This design comes from an exercise in tuning for small area and a short achievable clock period on the open sky130 flow, not from production work. No run shown here included a check of the RTL's function; only the layout flow was run. No activity file was given, so power comes from the tool's default toggle rates.

$ cat design/flow/constraint.sdc
create_clock -name core_clock -period 10.0 [get_ports {clk}]
set_input_delay 2.0000 -clock core_clock [delete_from_list [all_inputs] [get_ports {clk}]]
set_output_delay 2.0000 -clock core_clock [all_outputs]
set_load 0.01 [all_outputs]
$ cat design/flow/run.sh
#!/bin/bash
# synth_recipe.tcl (not shown) runs the flow's synth.tcl, then flattens the netlist and writes it again
# the make line also repeats each setting of config.mk as NAME=value (left out here)
make -C /OpenROAD-flow-scripts/flow DESIGN_CONFIG=/design/flow/config.mk WORK_HOME=/design/flow/orfs CLKGATE_MAP_FILE= SYNTH_SCRIPT=/design/flow/synth_recipe.tcl finish
$ cat design/flow/config.mk
export PLATFORM = sky130hd
export DESIGN_NAME = frame_tx_top
export DESIGN_NICKNAME = frame_tx_top
export VERILOG_FILES = /design/flow/design.v
export SDC_FILE = /design/flow/constraint.sdc
export NUM_CORES = 4
export LEC_CHECK = 0
export CAP_MARGIN = 20
export CORE_MARGIN = 2
export CORE_UTILIZATION = 40
export SLEW_MARGIN = 20
$ cat design/flow/design.v
`timescale 1ns/1ps
`default_nettype none
module frame_sequencer (
	input  logic        clk,
	input  logic        rst_n,
	input  logic        start,
	input  logic        data_out_rd,
	input  logic [10:0] ip_total,
	output logic        ctrl_load,
	output logic        ctrl_busy,
	output logic        ctrl_advance,
	output logic        ctrl_pop,
	output logic [12:0] hdr_sel,
	output logic        pay_phase,
	output logic        sop,
	output logic        eop,
	output logic        data_out_rdy,
	output logic [1:0]  be_out
);
	localparam logic [8:0] BOUNDARY_IDX = 9'(13);
	logic       state;
	logic [8:0] word_idx;
	logic [10:0] last_sum;
	logic       last_word;
	logic       tail_only;
	assign ctrl_load    = !state && start;
	assign ctrl_busy    = state;
	assign ctrl_advance = state && data_out_rd;
	assign last_sum  = ip_total + 11'd13;
	assign last_word = (word_idx == last_sum[10:2]);
	assign tail_only = (ip_total[1] == ip_total[0]);
	assign pay_phase = (word_idx >= BOUNDARY_IDX);
	assign ctrl_pop  = ctrl_advance && pay_phase && !(last_word && tail_only);
	always_comb begin
		for (int k = 0; k < 13; k++)
			hdr_sel[k] = (word_idx == 9'(k));
	end
	always_ff @(posedge clk or negedge rst_n) begin
		if (!rst_n)
			state <= 1'b0;
		else if (ctrl_load)
			state <= 1'b1;
		else if (ctrl_advance && last_word)
			state <= 1'b0;
	end
	always_ff @(posedge clk) begin
		if (ctrl_load)
			word_idx <= '0;
		else if (ctrl_advance)
			word_idx <= word_idx + 9'd1;
	end
	assign sop          = state && (word_idx == '0);
	assign eop          = state && last_word;
	assign be_out       = eop ? {~ip_total[1], ip_total[0]} : 2'b00;
	assign data_out_rdy = state;
endmodule
`default_nettype wire
`timescale 1ns/1ps
`default_nettype none
module header_builder (
	input  logic        clk,
	input  logic        ctrl_load,
	input  logic        ctrl_advance,
	input  logic [12:0] hdr_sel,
	input  logic [47:0] mac_dst_addr,
	input  logic [47:0] mac_src_addr,
	input  logic [7:0]  ip_dsf,
	input  logic [15:0] ip_id,
	input  logic [2:0]  ip_flags,
	input  logic [12:0] ip_frag_offset,
	input  logic [7:0]  ip_ttl,
	input  logic [31:0] ip_src_addr,
	input  logic [31:0] ip_dst_addr,
	input  logic [15:0] tcp_src_port,
	input  logic [15:0] tcp_dst_port,
	input  logic [31:0] tcp_seq_num,
	input  logic [31:0] tcp_ack_num,
	input  logic [5:0]  tcp_flags,
	input  logic [15:0] tcp_window,
	input  logic [15:0] payload_len,
	input  logic [15:0] payload_sum,
	input  logic [15:0] carry,
	output logic [10:0] ip_total,
	output logic [15:0] hdr_hi,
	output logic [15:0] hdr_lo
);
	localparam logic [15:0] ETHERTYPE = 16'h0800;
	localparam logic [7:0]  IP_PROTO  = 8'd6;
	localparam logic [15:0] TCP_LEN_ADJ = 16'hFFFF - 16'(20 + 20)
		+ 16'(20) + 16'(8'd6);
	logic [47:0] mac_dst_r;
	logic [47:0] mac_src_r;
	logic [7:0]  ip_dsf_r;
	logic [15:0] ip_id_r;
	logic [2:0]  ip_flags_r;
	logic [12:0] ip_frag_r;
	logic [7:0]  ip_ttl_r;
	logic [31:0] ip_src_r;
	logic [31:0] ip_dst_r;
	logic [10:0] ip_total_r;
	logic [15:0] tcp_sport_r;
	logic [15:0] tcp_dport_r;
	logic [31:0] tcp_seq_r;
	logic [31:0] tcp_ack_r;
	logic [5:0]  tcp_flags_r;
	logic [15:0] tcp_window_r;
	logic [15:0] ip_acc;
	logic [15:0] tcp_acc;
	always_ff @(posedge clk) begin
		if (ctrl_load) begin
			mac_dst_r    <= mac_dst_addr;
			mac_src_r    <= mac_src_addr;
			ip_dsf_r     <= ip_dsf;
			ip_id_r      <= ip_id;
			ip_flags_r   <= ip_flags;
			ip_frag_r    <= ip_frag_offset;
			ip_ttl_r     <= ip_ttl;
			ip_src_r     <= ip_src_addr;
			ip_dst_r     <= ip_dst_addr;
			ip_total_r   <= 11'(payload_len + 16'(20 + 20));
			tcp_sport_r  <= tcp_src_port;
			tcp_dport_r  <= tcp_dst_port;
			tcp_seq_r    <= tcp_seq_num;
			tcp_ack_r    <= tcp_ack_num;
			tcp_flags_r  <= tcp_flags;
			tcp_window_r <= tcp_window;
		end
	end
	assign ip_total = ip_total_r;
	always_comb begin
		hdr_hi = ({16{hdr_sel[0]}}  & mac_dst_r[47:32])
		       | ({16{hdr_sel[1]}}  & mac_dst_r[15:0])
		       | ({16{hdr_sel[2]}}  & mac_src_r[31:16])
		       | ({16{hdr_sel[3]}}  & ETHERTYPE)
		       | ({16{hdr_sel[4]}}  & {5'd0, ip_total_r})
		       | ({16{hdr_sel[5]}}  & {ip_flags_r, ip_frag_r})
		       | ({16{hdr_sel[6]}}  & ~ip_acc)
		       | ({16{hdr_sel[7]}}  & ip_src_r[15:0])
		       | ({16{hdr_sel[8]}}  & ip_dst_r[15:0])
		       | ({16{hdr_sel[9]}}  & tcp_dport_r)
		       | ({16{hdr_sel[10]}} & tcp_seq_r[15:0])
		       | ({16{hdr_sel[11]}} & tcp_ack_r[15:0])
		       | ({16{hdr_sel[12]}} & tcp_window_r);
		hdr_lo = ({16{hdr_sel[0]}}  & mac_dst_r[31:16])
		       | ({16{hdr_sel[1]}}  & mac_src_r[47:32])
		       | ({16{hdr_sel[2]}}  & mac_src_r[15:0])
		       | ({16{hdr_sel[3]}}  & {8'h45, ip_dsf_r})
		       | ({16{hdr_sel[4]}}  & ip_id_r)
		       | ({16{hdr_sel[5]}}  & {ip_ttl_r, IP_PROTO})
		       | ({16{hdr_sel[6]}}  & ip_src_r[31:16])
		       | ({16{hdr_sel[7]}}  & ip_dst_r[31:16])
		       | ({16{hdr_sel[8]}}  & tcp_sport_r)
		       | ({16{hdr_sel[9]}}  & tcp_seq_r[31:16])
		       | ({16{hdr_sel[10]}} & tcp_ack_r[31:16])
		       | ({16{hdr_sel[11]}} & {4'd5, 6'd0, tcp_flags_r})
		       | ({16{hdr_sel[12]}} & ~tcp_acc);
	end
	function automatic logic [15:0] oc_add3(input logic [15:0] x, input logic [15:0] y,
	                                        input logic [15:0] z);
		logic [15:0] s, c, g, p, gg, pp, gn, pn, r;
		s = x ^ y ^ z;
		c = (x & y) | (x & z) | (y & z);
		c = {c[14:0], c[15]};
		g = s & c;
		p = s ^ c;
		gg = g;
		pp = p;
		for (int lv = 0; lv < 4; lv++) begin
			gn = gg;
			pn = pp;
			for (int i = 0; i < 16; i++) begin
				if (i >= (1 << lv)) begin
					gn[i] = gg[i] | (pp[i] & gg[i - (1 << lv)]);
					pn[i] = pp[i] & pp[i - (1 << lv)];
				end
			end
			gg = gn;
			pp = pn;
		end
		r[0] = p[0] ^ gg[15];
		for (int i = 1; i < 16; i++)
			r[i] = p[i] ^ (gg[i-1] | (pp[i-1] & gg[15]));
		oc_add3 = r;
	endfunction
	logic [15:0] ip_a, ip_b;
	logic [15:0] tcp_a, tcp_b;
	assign ip_a = ({16{hdr_sel[0]}} & ip_src_r[31:16])
	            | ({16{hdr_sel[1]}} & ip_dst_r[31:16])
	            | ({16{hdr_sel[4] | hdr_sel[5]}} & hdr_hi);
	assign ip_b = ({16{hdr_sel[0]}} & ip_src_r[15:0])
	            | ({16{hdr_sel[1]}} & ip_dst_r[15:0])
	            | ({16{hdr_sel[3] | hdr_sel[4] | hdr_sel[5]}} & hdr_lo);
	assign tcp_a = ({16{hdr_sel[0]}} & tcp_window_r)
	             | ({16{hdr_sel[4] | (|hdr_sel[11:7])}} & hdr_hi);
	assign tcp_b = ({16{hdr_sel[0]}} & carry)
	             | ({16{hdr_sel[4]}} & TCP_LEN_ADJ)
	             | ({16{|hdr_sel[11:6]}} & hdr_lo);
	always_ff @(posedge clk) begin
		if (ctrl_load) begin
			ip_acc  <= '0;
			tcp_acc <= payload_sum;
		end else if (ctrl_advance) begin
			ip_acc  <= oc_add3(ip_acc, ip_a, ip_b);
			tcp_acc <= oc_add3(tcp_acc, tcp_a, tcp_b);
		end
	end
endmodule
`default_nettype wire
`timescale 1ns/1ps
`default_nettype none
module payload_aligner (
	input  logic        clk,
	input  logic        ctrl_load,
	input  logic        ctrl_pop,
	input  logic        pay_phase,
	input  logic [15:0] tcp_urgent_ptr,
	input  logic [15:0] hdr_hi,
	input  logic [15:0] hdr_lo,
	input  logic [31:0] data_in,
	output logic [15:0] carry,
	output logic [31:0] data_out
);
	always_ff @(posedge clk) begin
		if (ctrl_load)
			carry <= tcp_urgent_ptr;
		else if (ctrl_pop)
			carry <= data_in[15:0];
	end
	assign data_out[31:16] = hdr_hi | (pay_phase ? carry : 16'h0000);
	assign data_out[15:0]  = hdr_lo | (pay_phase ? data_in[31:16] : 16'h0000);
endmodule
`default_nettype wire
`timescale 1ns/1ps
`default_nettype none
module frame_tx_top (
	input  logic        clk,
	input  logic        rst_n,
	input  logic        start,
	input  logic [47:0]   mac_dst_addr,
	input  logic [47:0]   mac_src_addr,
	input  logic [7:0]  ip_dsf,
	input  logic [15:0]       ip_id,
	input  logic [2:0]  ip_flags,
	input  logic [12:0] ip_frag_offset,
	input  logic [7:0]  ip_ttl,
	input  logic [31:0]    ip_src_addr,
	input  logic [31:0]    ip_dst_addr,
	input  logic [15:0]       tcp_src_port,
	input  logic [15:0]       tcp_dst_port,
	input  logic [31:0]    tcp_seq_num,
	input  logic [31:0]    tcp_ack_num,
	input  logic [5:0]  tcp_flags,
	input  logic [15:0]       tcp_window,
	input  logic [15:0]       tcp_urgent_ptr,
	input  logic [15:0]        payload_len,
	input  logic [15:0]       payload_sum,
	output logic [31:0]       data_out,
	output logic [1:0]         be_out,
	output logic        data_out_rdy,
	input  logic        data_out_rd,
	output logic        sop,
	output logic        eop,
	input  logic [31:0]       data_in,
	output logic        data_in_rd,
	output logic        busy
);
	logic        ctrl_load;
	logic        ctrl_advance;
	logic        ctrl_pop;
	logic [12:0] hdr_sel;
	logic        pay_phase;
	logic [10:0] ip_total;
	logic [15:0] hdr_hi;
	logic [15:0] hdr_lo;
	logic [15:0] carry;
	frame_sequencer u_seq (
		.clk          (clk),
		.rst_n        (rst_n),
		.start        (start),
		.data_out_rd  (data_out_rd),
		.ip_total     (ip_total),
		.ctrl_load    (ctrl_load),
		.ctrl_busy    (busy),
		.ctrl_advance (ctrl_advance),
		.ctrl_pop     (ctrl_pop),
		.hdr_sel      (hdr_sel),
		.pay_phase    (pay_phase),
		.sop          (sop),
		.eop          (eop),
		.data_out_rdy (data_out_rdy),
		.be_out       (be_out)
	);
	assign data_in_rd = ctrl_pop;
	header_builder u_hdr (
		.clk            (clk),
		.ctrl_load      (ctrl_load),
		.ctrl_advance   (ctrl_advance),
		.hdr_sel        (hdr_sel),
		.mac_dst_addr   (mac_dst_addr),
		.mac_src_addr   (mac_src_addr),
		.ip_dsf         (ip_dsf),
		.ip_id          (ip_id),
		.ip_flags       (ip_flags),
		.ip_frag_offset (ip_frag_offset),
		.ip_ttl         (ip_ttl),
		.ip_src_addr    (ip_src_addr),
		.ip_dst_addr    (ip_dst_addr),
		.tcp_src_port   (tcp_src_port),
		.tcp_dst_port   (tcp_dst_port),
		.tcp_seq_num    (tcp_seq_num),
		.tcp_ack_num    (tcp_ack_num),
		.tcp_flags      (tcp_flags),
		.tcp_window     (tcp_window),
		.payload_len    (payload_len),
		.payload_sum    (payload_sum),
		.carry          (carry),
		.ip_total       (ip_total),
		.hdr_hi         (hdr_hi),
		.hdr_lo         (hdr_lo)
	);
	payload_aligner u_align (
		.clk            (clk),
		.ctrl_load      (ctrl_load),
		.ctrl_pop       (ctrl_pop),
		.pay_phase      (pay_phase),
		.tcp_urgent_ptr (tcp_urgent_ptr),
		.hdr_hi         (hdr_hi),
		.hdr_lo         (hdr_lo),
		.data_in        (data_in),
		.carry          (carry),
		.data_out       (data_out)
	);
endmodule
`default_nettype wire
==> run_results.csv, run 1 <==
group,metric,value,unit
timing,whs,458,ps
yosys,synth_common_cells,"edfxtp_1, nand2_1, a22oi_1",
timing,slew_violations,0,
cells_and_area,drive_above_1_share,0.0640,
global_route,grtUsageTotal,0.286,
power,p_leak,8.98,nW
detailed_routing,drc,0,
cts,cts_buffers,44,
cts,clk_path_buf_depth,3,
place,gp_congestion,0.911,
detailed_routing,routed_wirelength,70.7,mm
cts,post_cts_buffers,0,
yosys,synth_seq_cells,395,
die,rows,79,
min_path,hold_depth,2,
cells_and_area,final_core_util,0.544,
cts,path_clk_slew,60,ps
die,die_h,220,µm
setup_path,worstPathRequired,10330,ps
setup_path,end_kind,"flop",
global_route,overflow,0,
cells_and_area,syn2layout_area_growth,34.7,%
timing,finalCritPeriodShare,0.718,
timing,finalWorstSetupSlack,2820,ps
die,die_area,48600,µm²
cts,htree_levels,2,
die,start_util,0.404,
yosys,avgSynthCellArea,12.7,µm²
cts,cts_resized,0,
timing,fin_tns_setup,0,ps
power,total_power,6.33,mW
detailed_routing,vias,14800,
detailed_routing,first_iter_violations,1607,
yosys,synth_edf_count,369,
min_path,hp-class,"flop to flop",
yosys,async_reset_ff_frac,0.00253,
yosys,synth_ff_type,"edfxtp_1",
power,power_density,251,nW/µm²
global_route,antenna_found_initial,17,
global_route,grt_pass1_wl,98.4,mm
detailed_routing,avgRoutedWirePerCell,27.5,µm
global_route,grt_max_degree,89,
setup_path,cp.arrival,7510,ps
setup_path,crit_type,"flop to flop",
job,maxCapViolCount,0,
cells_and_area,nets,2404,
global_route,grt_pass1_vias,14600,
timing,fin_skew,19.2,ps
yosys,synth_nets,1957,
cts,clk-insertion-delay-late,590,ps
yosys,synth_cell_type_count,77,
timing,period_minus_slack,7180,ps
timing,tightest_slew,1260,ps
yosys,ys_warn_count,3,
die,coreArea,46400,µm²
timing,max_freq,139,MHz
die,io-pin-count,449,
place,portBuffers,443,
yosys,synth_most_common_cell,"edfxtp_1",
detailed_routing,routed_via_density,5.77,
setup_path,r2r_slack,2820,ps
detailed_routing,drt.antenna.violating_nets,0,
place,detailed_place_hpwl,53.0,mm
yosys,ys_seq_area_frac,0.620,
power,ir_worst_vdd,0.000150,V
cts,clock_sinks,395,
cts,root_buffer,"clkbuf_16",
run_status,outcome,"complete, no violations",
setup_path,ff2ff_path_depth,19,
detailed_routing,first_pass_iters,8,
timing,setup_viol,0,
yosys,netlist_top_cells_area,"edfxtp_1, nand2_1, fa_1",
timing,rsz0062_at_grt,"no",
yosys,syn-cell-area,18700,µm²
die,die_w,220,µm
cells_and_area,fill_cells,3924,
yosys,yosysTopAreaCell,"edfxtp_1",
timing,final_hold_viol_count,0,
cts,cts_hold_buf,0,
timing,relSlewSlack,0.156,
place,post-place-ws,3060,ps
yosys,yosysTopAreaCellShare,0.592,
setup_path,cp_max_fo,24,
setup_path,cp-start-kind,"flop",
cts,cts_tree,"done",
yosys,netlist_instances,1475,
state kept, by name, indices dropped and copies added, names as in the netlist, 3 cells and up:
name,cells
u_hdr.mac_dst_r,48
u_hdr.mac_src_r,48
u_hdr.ip_dst_r,32
u_hdr.ip_src_r,32
u_hdr.tcp_ack_r,32
u_hdr.tcp_seq_r,32
u_align.carry,16
u_hdr.ip_acc,16
u_hdr.ip_id_r,16
u_hdr.tcp_acc,16
u_hdr.tcp_dport_r,16
u_hdr.tcp_sport_r,16
u_hdr.tcp_window_r,16
u_hdr.ip_frag_r,13
u_hdr.ip_total_r,11
u_seq.word_idx,9
u_hdr.ip_dsf_r,8
u_hdr.ip_ttl_r,8
u_hdr.tcp_flags_r,6
u_hdr.ip_flags_r,3
path summary, 6_finish.rpt:
| check | startpoint | end |
|---|---|---|
| setup / recovery | u_seq.word_idx[3]$_SDFFE_PP0P_ | u_hdr.tcp_acc[9]$_DFFE_PP_ |
| hold / removal | u_hdr.ip_acc[2]$_SDFFE_PP0P_ | u_hdr.ip_acc[2]$_SDFFE_PP0P_ |
| setup reg to reg | u_seq.word_idx[3]$_SDFFE_PP0P_ | u_hdr.tcp_acc[9]$_DFFE_PP_ |
| hold reg to reg | u_hdr.ip_acc[2]$_SDFFE_PP0P_ | u_hdr.ip_acc[2]$_SDFFE_PP0P_ |
| max in group asynchronous | rst_n | u_seq.state$_DFFE_PN0P_ |
| min in group asynchronous | rst_n | u_seq.state$_DFFE_PN0P_ |
power breakdown:
part           internal [mW]  leakage (nW)  switching, mW
clock network          0.888         0.650          0.666
registers               1.96          3.56          0.143
logic                   1.08          4.78           1.60
layout make-up:
class / count / area (µm²) / area share
inverters: 61 / 236 / 0.00938
multi-input cells: 944 / 6560 / 0.260
flip-flops and latches: 395 / 11600 / 0.460
clock buffers: 55 / 1140 / 0.0453
diodes: 9 / 22.5 / 0.000893
clock inverters: 22 / 208 / 0.00824
well taps: 607 / 759 / 0.0301
repair buffers: 476 / 4680 / 0.186
layer usage:
layer / GRT usage / vias up / routed length (µm)
met5: 0 / - / 103
met2: 0.447 / 752 / 32500
li1: - / 6596 / -
met4: 0.0828 / 14 / 1530
met3: 0.0757 / 109 / 7380
met1: 0.394 / 7361 / 29200
through the flow:
step / instances / instance area, µm²
6_report: 2569 / 25200
5_1_grt: 2566 / 25200
4_1_cts: 2560 / 25200
3_5_place_dp: 2483 / 23800
3_3_place_gp: 2483 / 23800
2_1_floorplan: 1475 / 18700
worst max-delay path, cell delays in order (launching register included):
cell      delay, ps
dfxtp_1         770
buf_4           480
inv_1           140
nand2_1         340
nor2_4          210
buf_4           290
a22oi_1         380
nand2_1          90
nor3_1          760
o21ai_0         250
fa_1            480
ha_1            390
a21oi_1         210
o21ai_0         130
a221oi_2        540
a21oi_1         280
a221oi_2        410
o21bai_1        180
a2111o_1        440
o221a_2         130
placed cells by master, fill, tap and decap left out, types with 16 or more instances in the layout:
master,instances
dfxtp_1,25
fa_1,34
edfxtp_1,369
a22o_1,32
nand2_1,198
ha_1,38
xnor2_1,27
clkbuf_16,44
nor2_1,78
a221oi_1,39
a222oi_1,19
a21o_1,22
a21oi_1,69
o21ai_0,58
clkdlybuf4s50_1,443
xor2_1,16
inv_1,58
and3_1,26
buf_4,33
a22oi_1,87
nand3_1,24
kinds of logic (layout without fill, tap and decap cells):
family          Yosys count  after routing  share of synthesized area
compound gates          421            421                      0.162
flops                   395            395                      0.620
buf+inv                 136            614                     0.0323
fa+ha+maj                72             72                     0.0617
mux                      10             10                    0.00615
simple gates            398            398                     0.0977
xor+xnor                 43             43                     0.0201
other cells               0              9                          0
==> inputs of run 2 (changes only) <==
--- a/design/flow/config.mk
+++ b/design/flow/config.mk
@@ -9,3 +9,4 @@
 export CORE_MARGIN = 2
 export CORE_UTILIZATION = 40
+export SETUP_SLACK_MARGIN = 5
 export SLEW_MARGIN = 20
==> run 2 against run 1 <==
Against the previous run:
- area after synthesis unchanged
- via count grew 8.7%
- die area stayed put
- register-to-register slack better by 2000 ps
- synthesized cell count unchanged
- critical path type unchanged
- sequential share of layout area decreased by 6.1 points
- power grew 25%
- utilization grew 8.4 points
- worst hold slack improved by 2.0 ps
- wire length grew 13%
- maximum frequency up 37%
- global-route usage grew 2.9 points
==> run_results.csv, run 2 <==
group,metric,value,unit
yosys,yosysTopAreaCellShare,0.592,
yosys,synth_edf_count,369,
yosys,synth_ff_type,"edfxtp_1",
cts,htree_levels,2,
cells_and_area,fin_cells,2770,
timing,rsz0062_at_grt,"yes",
setup_path,crit_type,"flop to flop",
detailed_routing,drc,0,
detailed_routing,first_pass_iters,6,
cts,path_clk_slew,60,ps
power,p_leak,10.6,nW
die,io-pin-count,449,
cells_and_area,nets,2603,
cells_and_area,layout_commonest_cell,"clkdlybuf4s50_1",
yosys,yosysTopAreaCell,"edfxtp_1",
die,die_w,220,µm
detailed_routing,routed_via_density,5.82,
yosys,synth_nets,1957,
global_route,grtUsageTotal,0.315,
setup_path,cp_top_family,"compound AO/OA/AOI/OAI gates",
setup_path,end_kind,"flop",
power,ir_worst_vdd,0.000167,V
setup_path,cp-startpoint,"u_seq.word_idx[5]$_SDFFE_PP0P_",
timing,period_minus_slack,5220,ps
setup_path,worstPathRequired,10350,ps
min_path,hp-class,"flop to flop",
cells_and_area,design_area,29100,µm²
cts,cts_tree,"done",
timing,setup_viol,0,
cells_and_area,reg.largest.list,"u_hdr.mac_dst_r x48, u_hdr.mac_src_r x48",
die,rows,79,
timing,finalCritPeriodShare,0.522,
die,die_area,48600,µm²
setup_path,cp_cell_sequence,"nor4_4 -> buf_6 -> buf_8 -> nand3_4 -> nor2_4 -> buf_6 -> buf_16 -> a222oi_1 -> nand3_1 -> nor3_4 -> o21ai_2 -> fa_1 -> ha_4 -> a21oi_2 -> o21ai_2 -> a221oi_2 -> buf_4 -> a21oi_4 -> a221oi_4 -> o21bai_2 -> a2111o_1 -> o221a_2",
timing,final_hold_viol_count,0,
yosys,syn-cell-area,18700,µm²
job,maxCapViolCount,0,
setup_path,cp_max_fo,5,
setup_path,cp.arrival,5570,ps
die,coreArea,46400,µm²
cts,clk_path_buf_depth,3,
yosys,avgSynthCellArea,12.7,µm²
place,gp_congestion,0.894,
global_route,overflow,0,
yosys,synth_most_common_cell,"edfxtp_1",
yosys,netlist_top_cells_area,"edfxtp_1, nand2_1, fa_1",
setup_path,r2r_start,"u_seq.word_idx[5]$_SDFFE_PP0P_",
cts,cts_buffers,45,
detailed_routing,vias,16100,
power,power_density,272,nW/µm²
global_route,grt_pass1_wl,107,mm
place,portBuffers,443,
detailed_routing,drt.antenna.violating_nets,0,
cells_and_area,fill_cells,3589,
timing,fin_tns_setup,0,ps
detailed_routing,routed_wirelength,79.6,mm
die,die_h,220,µm
detailed_routing,first_iter_violations,1956,
setup_path,cp-start-kind,"flop",
timing,slew_violations,0,
place,dp_cells,2485,
setup_path,slowest_delay,620,ps
timing,relSlewSlack,0.169,
yosys,synth_common_cells,"edfxtp_1, nand2_1, a22oi_1",
global_route,grt_pass1_vias,15700,
yosys,synth_seq_cells,395,
timing,fin_skew,12.2,ps
yosys,synth_cell_type_count,77,
global_route,grt_max_degree,179,
cells_and_area,drive_above_1_share,0.272,
timing,max_freq,191,MHz
detailed_routing,avgRoutedWirePerCell,28.7,µm
global_route,antenna_found_initial,16,
setup_path,slowest_stage,"fa_1",
run_status,outcome,"complete, no violations",
yosys,ys_seq_area_frac,0.620,
cts,clock_sinks,395,
cells_and_area,syn2layout_area_growth,55.6,%
yosys,netlist_instances,1475,
place,detailed_place_hpwl,52.0,mm
cts,clk-insertion-delay-late,600,ps
setup_path,cp.buffers_inverters,5,
cts,root_buffer,"clkbuf_16",
cells_and_area,final_cell_mix,"clkdlybuf4s50_1, edfxtp_1, nand2_1",
die,start_util,0.404,
yosys,ys_warn_count,3,
cts,cts_hold_buf,0,
yosys,async_reset_ff_frac,0.00253,
timing,tightest_slew,1250,ps
place,dpl_cell_area,23900,µm²
min_path,min_from,"u_hdr.ip_acc[2]$_SDFFE_PP0P_",
-- run 2: cell counts after synthesis --
Identical to the previous run, type by type.
-- run 2: cell families (layout without fill, tap and decap cells) --
logic type                 after synthesis  after routing  share of synthesized area
muxes                                   10             10                    0.00615
buffers and inverters                  136            817                     0.0323
and+or+nand+nor                        398            399                     0.0977
AOI/OAI and AO/OA                      421            421                      0.162
DFF                                    395            395                      0.620
xor gates and xnor gates                43             43                     0.0201
adders and majority gates               72             72                     0.0617
other                                    0              6                          0
-- run 2: path summary, 6_finish.rpt --
check	slack, ps	to	depth (start not counted)
min in group asynchronous	1550	u_seq.state$_DFFE_PN0P_	1
setup / recovery	4780	u_hdr.tcp_acc[9]$_DFFE_PP_	22
setup reg to reg	4780	u_hdr.tcp_acc[9]$_DFFE_PP_	22
max in group asynchronous	8350	u_seq.state$_DFFE_PN0P_	1
hold / removal	460	u_hdr.ip_acc[2]$_SDFFE_PP0P_	2
hold reg to reg	460	u_hdr.ip_acc[2]$_SDFFE_PP0P_	2
-- run 2: tightest hold or removal path: cells and delay by family (launching register included) --
family / cells / cell delay (ps)
AO/OA/AOI/OAI: 1 / 50
flip-flops: 1 / 310
AND/OR/NAND/NOR: 1 / 50
-- run 2: layer usage --
layer,share of wire,vias up,track usage
met3,0.11,163,0.0832
met2,0.46,989,0.487
met4,0.033,16,0.122
met1,0.40,7942,0.425
met5,0.0013,-,0
li1,-,7013,-
-- run 2: report_power, final --
| part | switching (mW) | total (mW) | internal, mW |
|---|---|---|---|
| Sequential | 0.145 | 2.11 | 1.96 |
| Clock | 0.711 | 1.75 | 1.04 |
| Combinational | 2.18 | 4.05 | 1.87 |
-- run 2: area by class of cell --
cell class | count | area, µm² | share of cell area
Multi-Input combinational cell | 945 | 8140 | 0.279
Tap cell | 607 | 759 | 0.0261
Inverter | 61 | 243 | 0.00833
Clock inverter | 31 | 410 | 0.0141
Antenna cell | 6 | 15.0 | 0.000515
Clock buffer | 52 | 1150 | 0.0396
Timing Repair Buffer | 673 | 6780 | 0.233
Sequential cell | 395 | 11600 | 0.399
-- run 2: stage by stage --
stage	hold slack [ps]	setup slack [ps]	total power, mW	utilization
after floorplan	432	5010	3.62	-
after global placement	445	3000	4.74	0.515
after detailed placement	449	2960	4.75	0.515
after CTS	458	4780	7.33	0.602
after global routing	484	4670	8.19	0.628
final	460	4780	7.91	0.628
-- run 2: repair_timing --
| action | 4_1_cts | 5_1_grt |
|---|---|---|
| gates cloned | 10 | 4 |
| pin swaps | 119 | 84 |
| buffers inserted | 127 | 55 |
| endpoints found under the setup margin | 168 | 64 |
| gates resized for setup | 397 | 183 |
| hold endpoints to repair | 0 | 0 |
==> inputs of run 3 (changes only) <==
--- a/design/flow/config.mk
+++ b/design/flow/config.mk
@@ -6,4 +6,5 @@
 export NUM_CORES = 4
 export LEC_CHECK = 0
+export ABC_CLOCK_PERIOD_IN_PS = 4500
 export CAP_MARGIN = 20
 export CORE_MARGIN = 2
==> run 3 against run 2 <==
Against the previous run:
- wire length unchanged
- sequential share of layout area unchanged
- highest routed layer unchanged
- critical path depth unchanged
- clock power about the same
- utilization unchanged
- final cell count unchanged
- clock skew unchanged
- critical endpoint unchanged
- largest cell class unchanged
- design area unchanged
- register-to-register slack about the same
- maximum frequency unchanged
- global-route usage unchanged
- via count unchanged
==> run_results.csv, run 3 <==
group,metric,value,unit
detailed_routing,drt.antenna.violating_nets,0,
yosys,yosysTopAreaCellShare,0.592,
timing,setup_viol,0,
cells_and_area,syn2layout_area_growth,55.6,%
die,rows,79,
yosys,synth_common_cells,"edfxtp_1, nand2_1, a22oi_1",
yosys,syn-cell-area,18700,µm²
yosys,yosysTopAreaCell,"edfxtp_1",
timing,tightest_slew,1250,ps
detailed_routing,first_iter_violations,1956,
place,portBuffers,443,
cts,cts_hold_buf,0,
yosys,synth_top_family_by_area,"compound AO/OA/AOI/OAI gates",
place,detailed_place_hpwl,52.0,mm
global_route,grt_max_degree,179,
yosys,synth_most_common_cell,"edfxtp_1",
cts,cts_buffers,45,
detailed_routing,routed_via_density,5.82,
power,power.clock.fraction,0.222,
cts,path_clk_slew,60,ps
setup_path,cp_max_fo,5,
power,power_density,272,nW/µm²
cts,root_buffer,"clkbuf_16",
power,total_power,7.91,mW
global_route,grt_pass1_wl,107,mm
yosys,synth_simple_gate_area_share,0.0977,
yosys,async_reset_ff_frac,0.00253,
timing,slew_violations,0,
yosys,synth_nets,1957,
job,maxCapViolCount,0,
yosys,synth_cell_type_count,77,
yosys,synthAdderAreaFrac,0.0617,
yosys,avgSynthCellArea,12.7,µm²
timing,relSlewSlack,0.169,
cts,clk-insertion-delay-late,600,ps
timing,max_freq,191,MHz
timing,fin_tns_setup,0,ps
place,dp_cells,2485,
yosys,ys_warn_count,3,
yosys,muxShareOfSynthArea,0.00615,
die,coreArea,46400,µm²
yosys,netlist_instances,1475,
cts,htree_levels,2,
cts,clk_path_buf_depth,3,
setup_path,cp-start-kind,"flop",
cells_and_area,layout_commonest_cell,"clkdlybuf4s50_1",
power,ir_worst_vdd,0.000167,V
global_route,overflow,0,
global_route,antenna_found_initial,16,
cells_and_area,final_cell_mix,"clkdlybuf4s50_1, edfxtp_1, nand2_1",
setup_path,worstPathRequired,10350,ps
die,die_w,220,µm
cts,cts_tree,"done",
yosys,synth_edf_count,369,
cells_and_area,fin_cells,2770,
run_status,outcome,"complete, no violations",
detailed_routing,vias,16100,
die,io-pin-count,449,
yosys,ys_seq_area_frac,0.620,
cells_and_area,reg.largest.list,"u_hdr.mac_dst_r x48, u_hdr.mac_src_r x48",
yosys,synth_xor_area_frac,0.0201,
global_route,grtUsageTotal,0.315,
yosys,netlist_top_cells_area,"edfxtp_1, nand2_1, fa_1",
die,start_util,0.404,
detailed_routing,first_pass_iters,6,
cells_and_area,nets,2603,
cts,clock_sinks,395,
power,p_sw,3.04,mW
min_path,hp-class,"flop to flop",
setup_path,crit_type,"flop to flop",
place,gp_congestion,0.894,
yosys,synth_ff_type,"edfxtp_1",
die,die_h,220,µm
detailed_routing,drc,0,
yosys,synth_seq_cells,395,
setup_path,cp.arrival,5570,ps
setup_path,end_kind,"flop",
power,seqPwrFrac,0.267,
timing,final_hold_viol_count,0,
cells_and_area,drive_above_1_share,0.272,
cells_and_area,final_core_util,0.628,
die,die_area,48600,µm²
detailed_routing,avgRoutedWirePerCell,28.7,µm
power,combPwrFrac,0.512,
global_route,grt_pass1_vias,15700,
timing,rsz0062_at_grt,"yes",
timing,finalCritPeriodShare,0.522,
detailed_routing,routed_wirelength,79.6,mm
yosys,synth_compound_area_frac,0.162,
power,p_leak,10.6,nW
power,swShare,0.384,
power,p_int,4.87,mW
timing,fin_skew,12.2,ps
timing,period_minus_slack,5220,ps
## run 3: critical path, stage by stage, from the launching register on
cell and delay [ps]:
dfxtp_4 380, nor4_4 50, buf_6 130, buf_8 130, nand3_4 120, nor2_4 80, buf_6 130, buf_16 140
a222oi_1 510, nand3_1 220, nor3_4 270, o21ai_2 90, fa_1 620, ha_4 250, a21oi_2 190, o21ai_2 80
a221oi_2 260, buf_4 200, a21oi_4 90, a221oi_4 340, o21bai_2 130, a2111o_1 420, o221a_2 130
## run 3: final timing paths
kind                                                startpoint                            to  slack, ps  cells past startpoint
min in group asynchronous                                rst_n       u_seq.state$_DFFE_PN0P_       1550                      1
worst min-delay path              u_hdr.ip_acc[2]$_SDFFE_PP0P_  u_hdr.ip_acc[2]$_SDFFE_PP0P_        460                      2
worst max-delay path            u_seq.word_idx[5]$_SDFFE_PP0P_    u_hdr.tcp_acc[9]$_DFFE_PP_       4780                     22
max in group asynchronous                                rst_n       u_seq.state$_DFFE_PN0P_       8350                      1
worst min register to register    u_hdr.ip_acc[2]$_SDFFE_PP0P_  u_hdr.ip_acc[2]$_SDFFE_PP0P_        460                      2
worst max register to register  u_seq.word_idx[5]$_SDFFE_PP0P_    u_hdr.tcp_acc[9]$_DFFE_PP_       4780                     22
## run 3: stage by stage
step	cell area [µm²]	worst slack, ps	hold slack, ps
detailed placement	23900	2960	449
global placement	23900	3000	445
global route	29100	4670	484
CTS	27900	4780	458
finish	29100	4780	460
floorplan	18700	5010	432
## run 3: cells by family (layout without fill, tap and decap cells)
family,count (synthesis),count (layout)
muxes,10,10
and+or+nand+nor,398,399
buffers and inverters,136,817
adders and majority gates,72,72
xor gates and xnor gates,43,43
AOI/OAI and AO/OA,421,421
DFF,395,395
other,0,6
## run 3: routing by layer
metal / GRT usage / share of wire / vias to the layer above
met1: 0.425 / 0.40 / 7942
li1: - / - / 7013
met4: 0.122 / 0.033 / 16
met3: 0.0832 / 0.11 / 163
met2: 0.487 / 0.46 / 989
met5: 0 / 0.0013 / -
## run 3: repair_timing
action                     in CTS  in global routing
pin swaps                     119                 84
setup endpoints to repair     168                 64
cloned                         10                  4
buffers inserted              127                 55
gates resized for setup       397                183
## run 3: power by group through the flow
stage	Sequential, mW	Clock [mW]	Combinational, mW
after detailed placement	2.12	0	2.63
after floorplan	2.04	0	1.58
after CTS	2.09	1.77	3.47
after global routing	2.11	1.83	4.25
after global placement	2.12	0	2.62
final	2.11	1.75	4.05
## run 3: area by class of cell
type | instances | area [µm²]
Clock buffer | 52 | 1150
Tap cell | 607 | 759
Multi-Input combinational cell | 945 | 8140
Antenna cell | 6 | 15.0
Fill cell | 3589 | 17200
Sequential cell | 395 | 11600
Timing Repair Buffer | 673 | 6780
Clock inverter | 31 | 410
Inverter | 61 | 243
==> inputs of run 4 (changes only) <==
==> design/flow/flow/run.sh (new file) <==
#!/bin/bash
# Standard layout, with the port buffers made from the smallest buffer cell.
set -euo pipefail
export BUFFER_PORTS_ARGS="-buffer_cell sky130_fd_sc_hd__buf_1"
bash standard.sh > standard_flow.log 2>&1
==> design/flow/standard.sh (new file) <==
#!/bin/bash
# synth_recipe.tcl (not shown) runs the flow's synth.tcl, then flattens the netlist and writes it again
# the make line also repeats each setting of config.mk as NAME=value (left out here)
make -C /OpenROAD-flow-scripts/flow DESIGN_CONFIG=/design/flow/config.mk WORK_HOME=/design/flow/orfs CLKGATE_MAP_FILE= SYNTH_SCRIPT=/design/flow/synth_recipe.tcl "${@:-finish}"
--- a/design/flow/config.mk
+++ b/design/flow/config.mk
@@ -6,5 +6,4 @@
 export NUM_CORES = 4
 export LEC_CHECK = 0
-export ABC_CLOCK_PERIOD_IN_PS = 4500
 export CAP_MARGIN = 20
 export CORE_MARGIN = 2
removed: design/flow/run.sh
==> run 4 against run 3 <==
Against the previous run:
- still clean on timing, DRC and antenna
- critical path depth down 10
- via count down 3.1%
- area after synthesis did not move
- utilization fell by 8.1 points
- power is 8.0% lower
- combinational power decreased by 14%
- clock-buffer cell count is 1 higher
- largest cell class unchanged
- highest routed layer unchanged
==> run_results.csv, run 4 <==
group,metric,value,unit
run_status,outcome,"complete, no violations",
yosys,syn-cell-area,18700,µm²
place,gp_congestion,0.913,
yosys,synth_cell_type_count,77,
power,p_leak,8.88,nW
die,die_w,220,µm
yosys,synth_common_cells,"edfxtp_1, nand2_1, a22oi_1",
yosys,muxShareOfSynthArea,0.00615,
place,detailed_place_hpwl,50.5,mm
detailed_routing,drc,0,
yosys,ys_warn_count,3,
timing,relSlewSlack,0.173,
setup_path,worstPathRequired,8000,ps
yosys,async_reset_ff_frac,0.00253,
global_route,grt_pass1_vias,14800,
timing,period_minus_slack,5160,ps
setup_path,end_kind,"output port",
cells_and_area,layout_commonest_cell,"buf_1",
power,power_density,287,nW/µm²
cts,htree_levels,2,
cells_and_area,final_cell_mix,"buf_1, edfxtp_1, nand2_1",
cts,cts_tree,"done",
global_route,grtUsageTotal,0.297,
timing,setup_viol,0,
global_route,antenna_found_initial,13,
yosys,synth_edf_count,369,
yosys,netlist_top_cells_area,"edfxtp_1, nand2_1, fa_1",
cells_and_area,drive_above_1_share,0.220,
yosys,synthAdderAreaFrac,0.0617,
timing,final_hold_viol_count,0,
yosys,ys_seq_area_frac,0.620,
detailed_routing,routed_via_density,5.79,
die,start_util,0.404,
detailed_routing,routed_wirelength,74.6,mm
timing,fin_tns_setup,0,ps
cts,clk_path_buf_depth,3,
yosys,yosysTopAreaCellShare,0.592,
timing,rsz0062_at_grt,"yes",
cells_and_area,reg.largest.list,"u_hdr.mac_dst_r x48, u_hdr.mac_src_r x48",
detailed_routing,avgRoutedWirePerCell,27.7,µm
timing,max_freq,194,MHz
cts,cts_hold_buf,0,
yosys,netlist_instances,1475,
yosys,yosysTopAreaCell,"edfxtp_1",
die,io-pin-count,449,
yosys,synth_ff_type,"edfxtp_1",
yosys,synth_top_family_by_area,"compound AO/OA/AOI/OAI gates",
detailed_routing,first_iter_violations,1697,
cts,clock_sinks,395,
cells_and_area,syn2layout_area_growth,35.5,%
die,rows,79,
yosys,synth_nets,1957,
yosys,avgSynthCellArea,12.7,µm²
yosys,synth_seq_cells,395,
detailed_routing,drt.antenna.violating_nets,0,
cts,clk-insertion-delay-late,590,ps
cts,root_buffer,"clkbuf_16",
cts,path_clk_slew,60,ps
setup_path,cp.arrival,3160,ps
detailed_routing,first_pass_iters,6,
setup_path,crit_type,"flop to output port",
power,ir_worst_vdd,0.000179,V
yosys,synth_compound_area_frac,0.162,
global_route,grt_max_degree,185,
timing,finalCritPeriodShare,0.516,
global_route,grt_pass1_wl,101,mm
place,portBuffers,443,
cells_and_area,fill_cells,3923,
cts,cts_buffers,45,
global_route,overflow,0,
cells_and_area,nets,2531,
timing,slew_violations,0,
die,coreArea,46400,µm²
yosys,synth_simple_gate_area_share,0.0977,
die,die_h,220,µm
power,total_power,7.28,mW
min_path,hp-class,"flop to flop",
timing,fin_skew,25.1,ps
timing,tightest_slew,1240,ps
detailed_routing,vias,15600,
yosys,synth_most_common_cell,"edfxtp_1",
setup_path,cp-start-kind,"flop",
die,die_area,48600,µm²
yosys,synth_xor_area_frac,0.0201,
job,maxCapViolCount,0,
setup_path,cp_max_fo,6,
[run 4: cell types whose count changed in the layout (fill, tap and decap cells not counted), sizes merged, moves of 2 or more]
cell	change
buf	+351
clkinvlp	+2
dlygate4sd2	-2
clkbuf	-8
bufinv	-3
dlymetal6s2s	-4
clkdlybuf4s50	-406
[run 4: power breakdown]
part | internal [mW] | leakage, nW | switching, mW
combinational | 1.49 | 4.60 | 2.00
clock | 0.980 | 0.725 | 0.711
sequential | 1.96 | 3.56 | 0.131
total | 4.43 | 8.88 | 2.84
[run 4: layer usage]
metal | vias up | share of wire | GRT usage | wire [µm]
met5 | - | 0.0012 | 0 | 93
met4 | 16 | 0.036 | 0.0964 | 2690
met3 | 161 | 0.10 | 0.0603 | 7690
met2 | 954 | 0.45 | 0.461 | 33700
met1 | 7648 | 0.41 | 0.417 | 30500
li1 | 6839 | - | - | -
[run 4: kinds of logic after synthesis]
family                     Yosys count
AOI/OAI and AO/OA                  421
and+or+nand+nor                    398
DFF                                395
buffers and inverters              136
adders and majority gates           72
xor gates and xnor gates            43
muxes                               10
[run 4: layout make-up]
class                   count  area [µm²]  area share
well taps                 607         759      0.0299
clock inverters            30         337      0.0133
inverters                  61         244     0.00961
diodes                      5        12.5    0.000493
clock buffers              53        1180      0.0463
repair buffers            602        3450       0.136
flip-flops and latches    395       11600       0.458
multi-input cells         944        7770       0.306
[run 4: worst paths after layout]
kind	startpoint	end	slack [ps]	cells past startpoint
setup / recovery	u_seq.word_idx[6]$_SDFFE_PP0P_	data_out[4]	4840	12
hold / removal	u_hdr.ip_acc[2]$_SDFFE_PP0P_	u_hdr.ip_acc[2]$_SDFFE_PP0P_	470	2
setup reg to reg	u_seq.word_idx[8]$_SDFFE_PP0P_	u_hdr.tcp_acc[15]$_DFFE_PP_	4860	18
hold reg to reg	u_hdr.ip_acc[2]$_SDFFE_PP0P_	u_hdr.ip_acc[2]$_SDFFE_PP0P_	470	2
max in group asynchronous	rst_n	u_seq.state$_DFFE_PN0P_	8710	1
min in group asynchronous	rst_n	u_seq.state$_DFFE_PN0P_	1180	1
[run 4: stage by stage]
stage | utilization | cells | instance area (µm²) | setup slack, ps | hold slack (ps)
4_1_cts | 0.526 | 2656 | 24400 | 4890 | 459
2_1_floorplan | - | 1475 | 18700 | 5010 | 432
3_3_place_gp | 0.455 | 2483 | 21100 | 3400 | 446
5_1_grt | 0.547 | 2692 | 25400 | 4680 | 513
3_5_place_dp | 0.455 | 2483 | 21100 | 3350 | 448
6_report | 0.547 | 2697 | 25400 | 4840 | 475
[run 4: worst max-delay path, cell delays in order (launching register included)]
cell      delay [ps]
dfxtp_4          350
or4_4            540
or4_4            620
buf_6            180
nor2_4            90
a221oi_2          50
nand3_1          120
a221oi_4          70
o21ai_1           90
buf_4            160
buf_4            110
a21o_1            70
buf_2            120
[run 4: repair_timing]
action / in CTS / in global routing
gates resized for setup: 216 / 149
setup endpoints to repair: 68 / 57
pin swaps: 59 / 91
buffers inserted: 82 / 31
gates cloned: 8 / 4
==> inputs of run 5 (changes only) <==
--- a/design/flow/design.v
+++ b/design/flow/design.v
@@ -18,5 +18,4 @@
 	output logic [1:0]  be_out
 );
-	localparam logic [8:0] BOUNDARY_IDX = 9'(13);
 	logic       state;
 	logic [8:0] word_idx;
@@ -30,9 +29,13 @@
 	assign last_word = (word_idx == last_sum[10:2]);
 	assign tail_only = (ip_total[1] == ip_total[0]);
-	assign pay_phase = (word_idx >= BOUNDARY_IDX);
 	assign ctrl_pop  = ctrl_advance && pay_phase && !(last_word && tail_only);
-	always_comb begin
-		for (int k = 0; k < 13; k++)
-			hdr_sel[k] = (word_idx == 9'(k));
+	always_ff @(posedge clk) begin
+		if (ctrl_load) begin
+			hdr_sel   <= 13'd1;
+			pay_phase <= 1'b0;
+		end else if (ctrl_advance) begin
+			hdr_sel   <= {hdr_sel[11:0], 1'b0};
+			pay_phase <= pay_phase | hdr_sel[12];
+		end
 	end
 	always_ff @(posedge clk or negedge rst_n) begin
@@ -50,5 +53,5 @@
 			word_idx <= word_idx + 9'd1;
 	end
-	assign sop          = state && (word_idx == '0);
+	assign sop          = state && hdr_sel[0];
 	assign eop          = state && last_word;
 	assign be_out       = eop ? {~ip_total[1], ip_total[0]} : 2'b00;
--- a/design/flow/config.mk
+++ b/design/flow/config.mk
@@ -9,4 +9,5 @@
 export CORE_MARGIN = 2
 export CORE_UTILIZATION = 40
+export CTS_BUF_LIST = sky130_fd_sc_hd__clkbuf_4 sky130_fd_sc_hd__clkbuf_8
 export SETUP_SLACK_MARGIN = 5
 export SLEW_MARGIN = 20
==> run 5 against run 4 <==
Against the previous run:
- worst hold slack better by 27 ps
- combinational power down about 80%
- power is 41% lower
- critical path type unchanged
==> run_results.csv, run 5 <==
group,metric,value,unit
run_status,outcome,"complete, no violations",
cells_and_area,design_area,23500,µm²
timing,finalCritPeriodShare,0.498,
place,post-place-ws,4180,ps
power,ir_worst_vdd,0.000112,V
yosys,syn-cell-area,18500,µm²
setup_path,crit_type,"flop to output port",
yosys,yosysTopAreaCell,"edfxtp_1",
die,die_w,219,µm
power,total_power,4.32,mW
die,die_area,47900,µm²
power,power_density,184,nW/µm²
cts,root_buffer,"clkbuf_8",
die,die_h,219,µm
setup_path,worstPathRequired,8000,ps
yosys,synth_ff_type,"edfxtp_1",
timing,setup_viol,0,
timing,tightest_slew,1030,ps
yosys,yosysTopAreaCellShare,0.600,
timing,period_minus_slack,4980,ps
yosys,muxShareOfSynthArea,0.0121,
setup_path,cp_max_fo,4,
die,coreArea,45500,µm²
cts,cts_buffers,73,
detailed_routing,routed_wirelength,66.9,mm
cts,clock_sinks,409,
global_route,grt_pass1_vias,14200,
cells_and_area,reg.largest.list,"u_hdr.mac_dst_r x48, u_hdr.mac_src_r x48",
die,io-pin-count,449,
setup_path,cp.arrival,2980,ps
yosys,avgSynthCellArea,13.2,µm²
timing,relSlewSlack,0.309,
die,start_util,0.406,
cts,htree_levels,3,
timing,fin_skew,27.2,ps
detailed_routing,avgRoutedWirePerCell,25.8,µm
cells_and_area,syn2layout_area_growth,27.2,%
yosys,ys_seq_area_frac,0.644,
cells_and_area,final_core_util,0.516,
yosys,synth_most_common_cell,"edfxtp_1",
cts,clk_path_buf_depth,3,
detailed_routing,vias,14500,
yosys,netlist_instances,1398,
cts,path_clk_slew,60,ps
cts,clk-insertion-delay-late,680,ps
yosys,synth_cell_type_count,66,
yosys,synth_xor_area_frac,0.0213,
timing,max_freq,201,MHz
global_route,grt_pass1_wl,92.2,mm
yosys,ys_warn_count,3,
cells_and_area,nets,2403,
place,dpl_cell_area,20900,µm²
yosys,async_reset_ff_frac,0.00244,
place,portBuffers,443,
yosys,synth_edf_count,369,
cts,cts_tree,"done",
cells_and_area,fin_cells,2593,
place,gp_congestion,0.910,
detailed_routing,first_pass_iters,7,
setup_path,cp-start-kind,"flop",
yosys,netlist_top_cells_area,"edfxtp_1, dfxtp_1, fa_1",
place,detailed_place_hpwl,46.4,mm
yosys,synth_nets,1877,
timing,final_hold_viol_count,0,
global_route,grt_max_degree,209,
detailed_routing,drc,0,
yosys,synth_seq_cells,409,
global_route,grtUsageTotal,0.274,
cells_and_area,final_cell_mix,"buf_1, edfxtp_1, nand2_1",
global_route,antenna_found_initial,7,
power,p_leak,8.09,nW
place,dp_cells,2395,
min_path,hp-class,"flop to flop",
yosys,synth_common_cells,"edfxtp_1, nand2_1, o21ai_0",
setup_path,end_kind,"output port",
global_route,overflow,0,
timing,slew_violations,0,
yosys,synthAdderAreaFrac,0.0606,
detailed_routing,first_iter_violations,1467,
detailed_routing,routed_via_density,5.61,
timing,rsz0062_at_grt,"yes",
detailed_routing,drt.antenna.violating_nets,0,
job,maxCapViolCount,0,
yosys,synth_compound_area_frac,0.161,
yosys,synth_simple_gate_area_share,0.0749,
cells_and_area,drive_above_1_share,0.161,
yosys,synth_top_family_by_area,"compound AO/OA/AOI/OAI gates",
timing,fin_tns_setup,0,ps
timing,whs,502,ps
die,rows,78,
timing,finalWorstSetupSlack,5020,ps
cells_and_area,layout_commonest_cell,"buf_1",
-- run 5: final cells by class --
cell class / count / area, µm²
Tap cell: 600 / 751
Clock buffer: 93 / 1170
Antenna cell: 11 / 27.5
Multi-Input combinational cell: 859 / 6630
Sequential cell: 409 / 11900
Timing Repair Buffer: 528 / 2510
Fill cell: 4081 / 22000
Inverter: 53 / 203
Clock inverter: 40 / 288
-- run 5: worst paths after layout --
path                                                startpoint                            end  slack [ps]  cells past startpoint
worst max-delay path             u_hdr.ip_total_r[1]$_DFFE_PP_                      be_out[1]        5020                     10
worst min-delay path             u_hdr.ip_acc[13]$_SDFFE_PP0P_  u_hdr.ip_acc[13]$_SDFFE_PP0P_         500                      2
worst max register to register  u_seq.hdr_sel[10]$_SDFFE_PP0P_  u_hdr.ip_acc[15]$_SDFFE_PP0P_        5150                     15
worst min register to register   u_hdr.ip_acc[13]$_SDFFE_PP0P_  u_hdr.ip_acc[13]$_SDFFE_PP0P_         500                      2
max in group asynchronous                                rst_n        u_seq.state$_DFFE_PN0P_        8780                      1
min in group asynchronous                                rst_n        u_seq.state$_DFFE_PN0P_        1110                      1
-- run 5: repair_timing --
| item | in CTS | in global routing |
|---|---|---|
| gates resized for setup | 71 | 79 |
| pin swaps | 21 | 28 |
| endpoints found under the hold margin | 0 | 0 |
| hold buffers | 0 | 0 |
| buffers inserted | 19 | 34 |
| setup endpoints to repair | 43 | 24 |
-- run 5: kinds of logic after synthesis --
group,count (synthesis)
multiplexers,20
flip-flops,409
XOR/XNOR,45
adder cells (fa/ha/maj),69
buffers and inverters,130
AND/OR/NAND/NOR,309
AO/OA/AOI/OAI,416
-- run 5: where the power goes --
group	internal [mW]	total, mW	switching [mW]	leakage (nW)
combinational	0.277	0.700	0.424	3.65
sequential	1.95	2.03	0.0797	3.67
clock	0.852	1.59	0.736	0.768
total	3.08	4.32	1.24	8.09
-- run 5: per-layer routing --
layer | global-route usage | up-vias | wire length [µm] | part of all wire
met5 | 0 | - | 13 | 0.00019
met4 | 0.109 | 2 | 2010 | 0.030
met3 | 0.0632 | 128 | 5790 | 0.087
met2 | 0.428 | 775 | 31200 | 0.47
met1 | 0.372 | 7130 | 27900 | 0.42
li1 | - | 6503 | - | -
-- run 5: worst max-delay path: stages, from the launching register on --
cell and delay [ps]:
edfxtp_1 530, ha_4 240, buf_4 130, nand2_1 70
nor2b_1 140, o21ai_0 110, a2111oi_2 400, o2111a_2 360
nand2_2 90, nor2_1 110, buf_2 140
==> inputs of run 6 (changes only) <==
--- a/design/flow/config.mk
+++ b/design/flow/config.mk
@@ -9,5 +9,4 @@
 export CORE_MARGIN = 2
 export CORE_UTILIZATION = 40
-export CTS_BUF_LIST = sky130_fd_sc_hd__clkbuf_4 sky130_fd_sc_hd__clkbuf_8
 export SETUP_SLACK_MARGIN = 5
 export SLEW_MARGIN = 20
==> run 6 against run 5 <==
Against the previous run:
- first-iteration DRC count up 5.1%
- global-route usage shrank 0.43 points
- sequential share of layout area up 0.59 points
- area after synthesis unchanged
- wire length decreased by 1.2%
- die area did not move
- sequential power is essentially flat
- via count decreased by 1.7%
- utilization down 0.61 points
- largest cell class unchanged
- largest power group unchanged
- highest routed layer unchanged
==> run_results.csv, run 6 <==
group,metric,value,unit
place,detailed_place_hpwl,46.4,mm
power,ir_worst_vdd,0.000195,V
setup_path,r2r_end,"u_hdr.ip_acc[15]$_SDFFE_PP0P_",
yosys,synth_cell_type_count,66,
yosys,synth_edf_count,369,
timing,period_minus_slack,4920,ps
cells_and_area,drive_above_1_share,0.126,
setup_path,cp_top_family,"buffers and inverters",
cells_and_area,layout_commonest_cell,"buf_1",
setup_path,cp-startpoint,"data_out_rd",
timing,relSlewSlack,0.300,
setup_path,cp_max_fo,25,
yosys,avgSynthCellArea,13.2,µm²
yosys,yosysTopAreaCellShare,0.600,
cts,clk-insertion-delay-late,590,ps
yosys,ys_seq_area_frac,0.644,
detailed_routing,avgRoutedWirePerCell,26.2,µm
cts,cts_hold_buf,0,
run_status,outcome,"complete, no violations",
yosys,netlist_instances,1398,
yosys,synth_common_cells,"edfxtp_1, nand2_1, o21ai_0",
global_route,antenna_found_initial,12,
setup_path,end_kind,"output port",
yosys,yosysTopAreaCell,"edfxtp_1",
timing,tightest_slew,1040,ps
power,power_density,187,nW/µm²
cells_and_area,reg.largest.list,"u_hdr.mac_dst_r x48, u_hdr.mac_src_r x48",
yosys,ys_warn_count,3,
setup_path,ff2ff_path_depth,17,
detailed_routing,first_pass_iters,8,
cts,path_clk_slew,60,ps
die,rows,78,
global_route,grtUsageTotal,0.270,
yosys,syn-cell-area,18500,µm²
global_route,grt_pass1_wl,91.1,mm
setup_path,cp.buffers_inverters,3,
yosys,synth_nets,1877,
yosys,synth_seq_cells,409,
global_route,overflow,0,
setup_path,cp.arrival,2920,ps
cts,clock_sinks,409,
power,p_sw,1.19,mW
detailed_routing,routed_wirelength,66.1,mm
timing,fin_skew,31.8,ps
power,p_leak,7.91,nW
setup_path,cp-start-kind,"primary input",
cells_and_area,final_core_util,0.510,
timing,max_freq,203,MHz
job,maxCapViolCount,0,
timing,slew_violations,0,
die,die_w,219,µm
setup_path,cp_cell_sequence,"buf_1 -> and2_1 -> buf_12 -> nand2_1 -> a21oi_2 -> clkbuf_2",
global_route,grt_pass1_vias,13800,
detailed_routing,drt.antenna.violating_nets,0,
cells_and_area,final_cell_mix,"buf_1, edfxtp_1, nand2_1",
setup_path,slowest_stage,"buf_12",
timing,fin_tns_setup,0,ps
yosys,async_reset_ff_frac,0.00244,
detailed_routing,routed_via_density,5.65,
detailed_routing,drc,0,
setup_path,crit_type,"primary input to output port",
die,io-pin-count,449,
timing,final_hold_viol_count,0,
die,coreArea,45500,µm²
setup_path,slowest_delay,200,ps
yosys,synth_ff_type,"edfxtp_1",
die,die_area,47900,µm²
power,swShare,0.274,
cts,cts_tree,"done",
cells_and_area,nets,2361,
cts,cts_buffers,45,
min_path,hp-class,"flop to flop",
timing,finalCritPeriodShare,0.492,
cells_and_area,syn2layout_area_growth,25.7,%
die,die_h,219,µm
place,post-place-ws,4180,ps
setup_path,r2r_slack,5100,ps
detailed_routing,vias,14300,
timing,setup_viol,0,
power,seqPwrFrac,0.467,
die,start_util,0.406,
timing,rsz0062_at_grt,"yes",
cts,htree_levels,2,
power,power.clock.fraction,0.376,
detailed_routing,first_iter_violations,1542,
cts,clk_path_buf_depth,3,
power,combPwrFrac,0.158,
setup_path,cp.depth,6,
setup_path,worstPathRequired,8000,ps
place,gp_congestion,0.910,
yosys,netlist_top_cells_area,"edfxtp_1, dfxtp_1, fa_1",
setup_path,r2r_start,"u_seq.hdr_sel[1]$_SDFFE_PP0P_",
power,p_int,3.16,mW
place,portBuffers,443,
yosys,synth_most_common_cell,"edfxtp_1",
timing,finalWorstSetupSlack,5080,ps
cts,root_buffer,"clkbuf_16",
power,total_power,4.35,mW
global_route,grt_max_degree,209,
setup_path,crit_end,"data_in_rd",
[run 6: worst min-delay path by stage]
stage / startpoint / to / slack, ps / depth (start not counted)
final: u_hdr.ip_acc[2]$_SDFFE_PP0P_ / u_hdr.ip_acc[2]$_SDFFE_PP0P_ / 500 / 2
after global routing: u_hdr.ip_acc[2]$_SDFFE_PP0P_ / u_hdr.ip_acc[2]$_SDFFE_PP0P_ / 540 / 2
after CTS: u_hdr.ip_acc[2]$_SDFFE_PP0P_ / u_hdr.ip_acc[2]$_SDFFE_PP0P_ / 510 / 2
after detailed placement: u_hdr.ip_acc[13]$_SDFFE_PP0P_ / u_hdr.ip_acc[13]$_SDFFE_PP0P_ / 490 / 2
after global placement: u_hdr.ip_acc[13]$_SDFFE_PP0P_ / u_hdr.ip_acc[13]$_SDFFE_PP0P_ / 480 / 2
after floorplan: u_hdr.ip_acc[2]$_SDFFE_PP0P_ / u_hdr.ip_acc[2]$_SDFFE_PP0P_ / 440 / 2
[run 6: final cells by class]
type,instances,area [µm²]
fillers,4055,22300
flip-flops and latches,409,11900
multi-input cells,859,6510
repair buffers,514,2370
clock buffers,58,1180
well taps,600,751
clock inverters,22,238
inverters,53,203
diodes,13,32.5
[run 6: routing by layer]
metal,global-route usage,up-vias,routed length (µm)
li1,-,6422,-
met3,0.0518,118,5870
met1,0.372,7022,27400
met4,0.114,2,2070
met5,0,-,13
met2,0.420,723,30700
[run 6: logic make-up after synthesis]
logic type	Yosys count	synth area share
simple gates	309	0.0749
xor+xnor	45	0.0213
fa+ha+maj	69	0.0606
compound gates	416	0.161
flops	409	0.644
buf+inv	130	0.0266
mux	20	0.0121
[run 6: what timing repair did]
action	in CTS	in global routing
pin swaps	13	22
buffers inserted	12	27
resized for setup	60	63
setup endpoints to repair	39	24
[run 6: worst reg2reg max path: stages, from the launching register on]
cell and delay, ps:
dfxtp_4 450, buf_6 240, a22oi_1 240, nand4_1 270
a2111oi_2 310, buf_4 220, o21ai_0 170, fa_1 610
ha_2 320, a21oi_1 150, o21ai_1 130, a22oi_2 250
a31oi_4 150, a221oi_4 430, o311ai_4 170, o311ai_2 330
nand3_1 120, a32o_1 250
[run 6: power groups by stage]
stage	sequential, mW	clock [mW]	combinational, mW
floorplan	2.03	0	0.395
global placement	2.06	0	0.628
detailed placement	2.06	0	0.640
CTS	2.03	1.66	0.661
global route	2.04	1.73	0.756
finish	2.03	1.63	0.685
[run 6: metrics by stage]
stage,instance area [µm²],std cells,hold slack [ps]
3_5_place_dp,20900,2395,493
6_report,23200,2528,503
2_1_floorplan,18500,1398,441
4_1_cts,22700,2487,509
3_3_place_gp,20900,2395,480
5_1_grt,23200,2525,536

-- what the ideal ports hide --
The results above use ideal ports. As a check the final layouts listed here were re-extracted and re-timed, cells and wires unchanged. Step 1 (the two cells are an assumption about what drives the block):
set clk [get_ports {clk}]
set_driving_cell -lib_cell sky130_fd_sc_hd__clkbuf_16 $clk
set_driving_cell -lib_cell sky130_fd_sc_hd__buf_2 [delete_from_list [all_inputs] $clk]
Step 2 adds t to the input delays and takes it off the output delays; t is the mean of the earliest and latest rising clock arrival at the registers after step 1. Input paths then give back, and output paths get back, about the clock's delay inside the block. a / b / c = ideal ports / drivers / drivers and shift; a / b = the first two.
| run | t, ns | slack for setup (ns) | latest minus earliest clock arrival (ns) | slew at the worst register clock pin (ns) | worst data-port slew with drivers (ns) |
|---|---|---|---|---|---|
| run 1 | 0.633 | 2.823 / 2.823 / 2.823 | 0.020 / 0.020 | 0.06 / 0.06 | 0.11 |
| run 2 | 0.651 | 4.776 / 4.776 / 4.776 | 0.013 / 0.013 | 0.06 / 0.06 | 0.13 |
| run 3 | 0.651 | 4.776 / 4.776 / 4.776 | 0.013 / 0.013 | 0.06 / 0.06 | 0.13 |
| run 4 | 0.633 | 4.837 / 4.783 / 4.857 | 0.029 / 0.029 | 0.07 / 0.07 | 0.10 |
| run 5 | 0.718 | 5.022 / 4.970 / 5.016 | 0.027 / 0.027 | 0.07 / 0.07 | 0.10 |
| run 6 | 0.631 | 5.076 / 5.040 / 5.040 | 0.032 / 0.032 | 0.06 / 0.06 | 0.11 |
After both steps every run listed still meets setup and hold. The setup slack of run 6, which loses most, moves by -0.036 ns with the drivers and by -0.036 ns with both steps.
